This is an optimization exercise on Yosys and OpenROAD, whose aim is small area, a short achievable clock period and few clock cycles per item, not a production implementation. The RTL was checked by simulation tests, not by an equivalence proof against the original design. Power figures rest on the tool's default switching activity, not on a simulated workload.

Setup of v6:
Design mesh_router, start of the top module:
module mesh_router (
  input  logic                          clk,
  input  logic                          reset,
  input  logic [5-1:0]         in_valid,
  input  logic [5*64-1:0] in_flit,
  output logic [5-1:0]         in_ready,
  output logic [5-1:0]         out_valid,
  output logic [5*64-1:0] out_flit,
  input  logic [5-1:0]         out_ready,
  output logic                          polarity_to_nic
);
For scale: about 1500 cells after synthesis, roughly 11000 µm² of cells after synthesis.
clock: 5.5 ns
lec_check: 0
cap_margin: 20
cell_pad_in_sites_detail_placement: 2
cell_pad_in_sites_global_placement: 2
core_area: 2 2 258 258
die_area: 0 0 260 260
place_density: 0.4
setup_slack_margin: 2.0
slew_margin: 20
standard.sh (not shown) runs the stock make flow with config.mk's settings and CLKGATE_MAP_FILE= SYNTH_SCRIPT=/design/flow/synth_recipe.tcl, a recipe that flattens the netlist after the stock synthesis.
==> flow/flow/run.sh <==
#!/bin/bash
# Standard layout, with plain buf_1 cells as the port buffers and the flit
# pins grouped by bit along the die edge
export BUFFER_PORTS_ARGS="-buffer_cell sky130_fd_sc_hd__buf_1"
export PRE_IO_PLACEMENT_TCL="$(pwd)/flow/io.tcl"
export PLACE_PINS_ARGS="-min_distance 1.2"
bash standard.sh > standard_flow.log 2>&1
==> flow/flow/io.tcl <==
# Bit-sliced pin placement: bit b of every input and output flit shares one
# stretch of the die edge, so each bit of the crossbar stays local
set die [ord::get_die_area]
set w [expr {[lindex $die 2] - [lindex $die 0]}]
set h [expr {[lindex $die 3] - [lindex $die 1]}]
set edges [list bottom $w right $h top $w left $h]
set per_edge 16
set b 0
foreach {edge len} $edges {
  set seg [expr {($len - 8.0) / $per_edge}]
  for {set k 0} {$k < $per_edge} {incr k} {
    set names {}
    for {set p 0} {$p < 5} {incr p} {
      set i [expr {64 * $p + $b}]
      foreach port [list in_flit\[$i\] out_flit\[$i\]] {
        if {[llength [get_ports -quiet $port]]} { lappend names $port }
      }
    }
    set lo [expr {4.0 + $k * $seg}]
    set hi [expr {$lo + $seg}]
    set_io_pin_constraint -pin_names $names -region $edge:[format %.2f $lo]-[format %.2f $hi]
    incr b
  }
}
v6 completed every stage of the flow, and the final layout passed the timing, design-rule and antenna checks.
Testbench counts of v6, summed over its fixed seeds: cycles 9,340, flits 16,000.
Inputs modified between v6 and v7:
- a change of SETUP_SLACK_MARGIN from 2.0 to 2.3
Notes after the runs:
- v7 completed every stage of the flow, and the final layout passed the timing, design-rule and antenna checks.
- On v7: part of the power in the clock network is 0.4 points lower than what v6 gave.
- v7 -> v6: sequential cell count delta 0, exact match
- Between v7 and v6, the post-route cell area is lower for v6.
- Re critical path depth: no difference whatsoever between v6 and v7.
- Global-route usage in v7 vs v6: up 0.78 points
- | period utilization | lower: v7 |
- Per the comparison of v7 with v6, fraction of power spent switching nets now smaller, share of total power in combinational logic went up by 3.4 points, via count saw an increase, non-clock buffer count now sits higher, wire length on met3 now sits higher.

---

Setup of the previous run:
mesh_router, a different RTL version from the one above (not shown whole).
For scale: roughly 1500 cells after synthesis, roughly 31 flip-flops, ~660 I/O pins, ~10000 um^2 of cells after synthesis.
Design mesh_router, start of the top module:
module mesh_router (
  input  logic                          clk,
  input  logic                          reset,
  input  logic [5-1:0]         in_valid,
  input  logic [5*64-1:0] in_flit,
  output logic [5-1:0]         in_ready,
  output logic [5-1:0]         out_valid,
  output logic [5*64-1:0] out_flit,
  input  logic [5-1:0]         out_ready,
  output logic                          polarity_to_nic
);
Settings: LEC_CHECK=0, CAP_MARGIN=20, CELL_PAD_IN_SITES_DETAIL_PLACEMENT=2, CELL_PAD_IN_SITES_GLOBAL_PLACEMENT=2, CORE_AREA=2 2 258 258, DIE_AREA=0 0 260 260, PLACE_DENSITY=0.4, SLEW_MARGIN=20; clock period 5.5 ns.
run.sh (not shown) runs the stock make flow with config.mk's settings and CLKGATE_MAP_FILE= SYNTH_SCRIPT=/design/flow/synth_recipe.tcl, a recipe that flattens the netlist after the stock synthesis.
Stock flow here: none of the scripts above is used.
Testbench counts of the previous run, summed over its fixed seeds: cycles 9,340, flits 16,000.
#### Input delta (the current run over the previous run)
Settings: an added SETUP_SLACK_MARGIN of 1.9.
==> flow/flow/run.sh (new file) <==
#!/bin/bash
# Standard layout, with plain buf_1 cells as the port buffers and the flit
# pins grouped by bit along the die edge
export BUFFER_PORTS_ARGS="-buffer_cell sky130_fd_sc_hd__buf_1"
export PRE_IO_PLACEMENT_TCL="$(pwd)/flow/io.tcl"
export PLACE_PINS_ARGS="-min_distance 1.2"
bash standard.sh > standard_flow.log 2>&1
==> flow/flow/io.tcl (new file) <==
# Bit-sliced pin placement: bit b of every input and output flit shares one
# stretch of the die edge, so each bit of the crossbar stays local
set die [ord::get_die_area]
set w [expr {[lindex $die 2] - [lindex $die 0]}]
set h [expr {[lindex $die 3] - [lindex $die 1]}]
set edges [list bottom $w right $h top $w left $h]
set per_edge 16
set b 0
foreach {edge len} $edges {
  set seg [expr {($len - 8.0) / $per_edge}]
  for {set k 0} {$k < $per_edge} {incr k} {
    set names {}
    for {set p 0} {$p < 5} {incr p} {
      set i [expr {64 * $p + $b}]
      foreach port [list in_flit\[$i\] out_flit\[$i\]] {
        if {[llength [get_ports -quiet $port]]} { lappend names $port }
      }
    }
    set lo [expr {4.0 + $k * $seg}]
    set hi [expr {$lo + $seg}]
    set_io_pin_constraint -pin_names $names -region $edge:[format %.2f $lo]-[format %.2f $hi]
    incr b
  }
}
==> flow/standard.sh (new file) <==
#!/bin/bash
# synth_recipe.tcl (not shown) runs the flow's synth.tcl, then flattens the netlist and writes it again
# the make line also repeats each setting of config.mk as NAME=value (left out here)
make -C /OpenROAD-flow-scripts/flow DESIGN_CONFIG=/design/flow/config.mk WORK_HOME=/design/flow/orfs CLKGATE_MAP_FILE= SYNTH_SCRIPT=/design/flow/synth_recipe.tcl "${@:-finish}"
removed: flow/run.sh
### Flow results
- Per the comparison of the current run with the previous run, total power fell by 22%; count of vias placed by the detailed router fell by 1.1%.
- Diff the previous run..the current run | number of detailed-route iterations in the first pass | unchanged
- The previous run -> the current run: synthesized-area fraction occupied by xor and xnor cells delta 0, exact match

-- separate check: timing with driven ports --
The flow's constraints put no driver on any port. The routed layouts listed below were extracted and timed again, unchanged, in two steps.
Step 1: set_driving_cell puts a clkbuf_16 on clk and a buf_2 on each other input, an assumption about the parent block.
Step 2 adds t to the input delays and takes it off the output delays; t is the mean of the earliest and latest rising clock arrival at the registers after step 1. Input paths then give back, and output paths get back, about the clock's delay inside the block.
a / b / c = no drivers / after step 1 / after step 2; a / b = the first two.
| run | shift t [ns] | setup slack, ns | worst setup path at the end | slew at the worst register clock pin (ns) |
|---|---|---|---|---|
| v6 | 0.358 | 2.018 / 1.970 / 1.979 | input to register | 0.08 / 0.08 |
| v7 | 0.360 | 2.323 / 2.271 / 2.045 | input to register | 0.09 / 0.09 |
| the previous run | 0.335 | 1.063 / 0.893 / 0.893 | input to output | 0.06 / 0.06 |
| the current run | 0.344 | 1.944 / 1.889 / 1.862 | input to register | 0.06 / 0.06 |
After both steps setup and hold are still met in every run listed. For v7, which loses most, drivers alone change the setup slack by -0.052 ns; drivers and shift together by -0.278 ns.
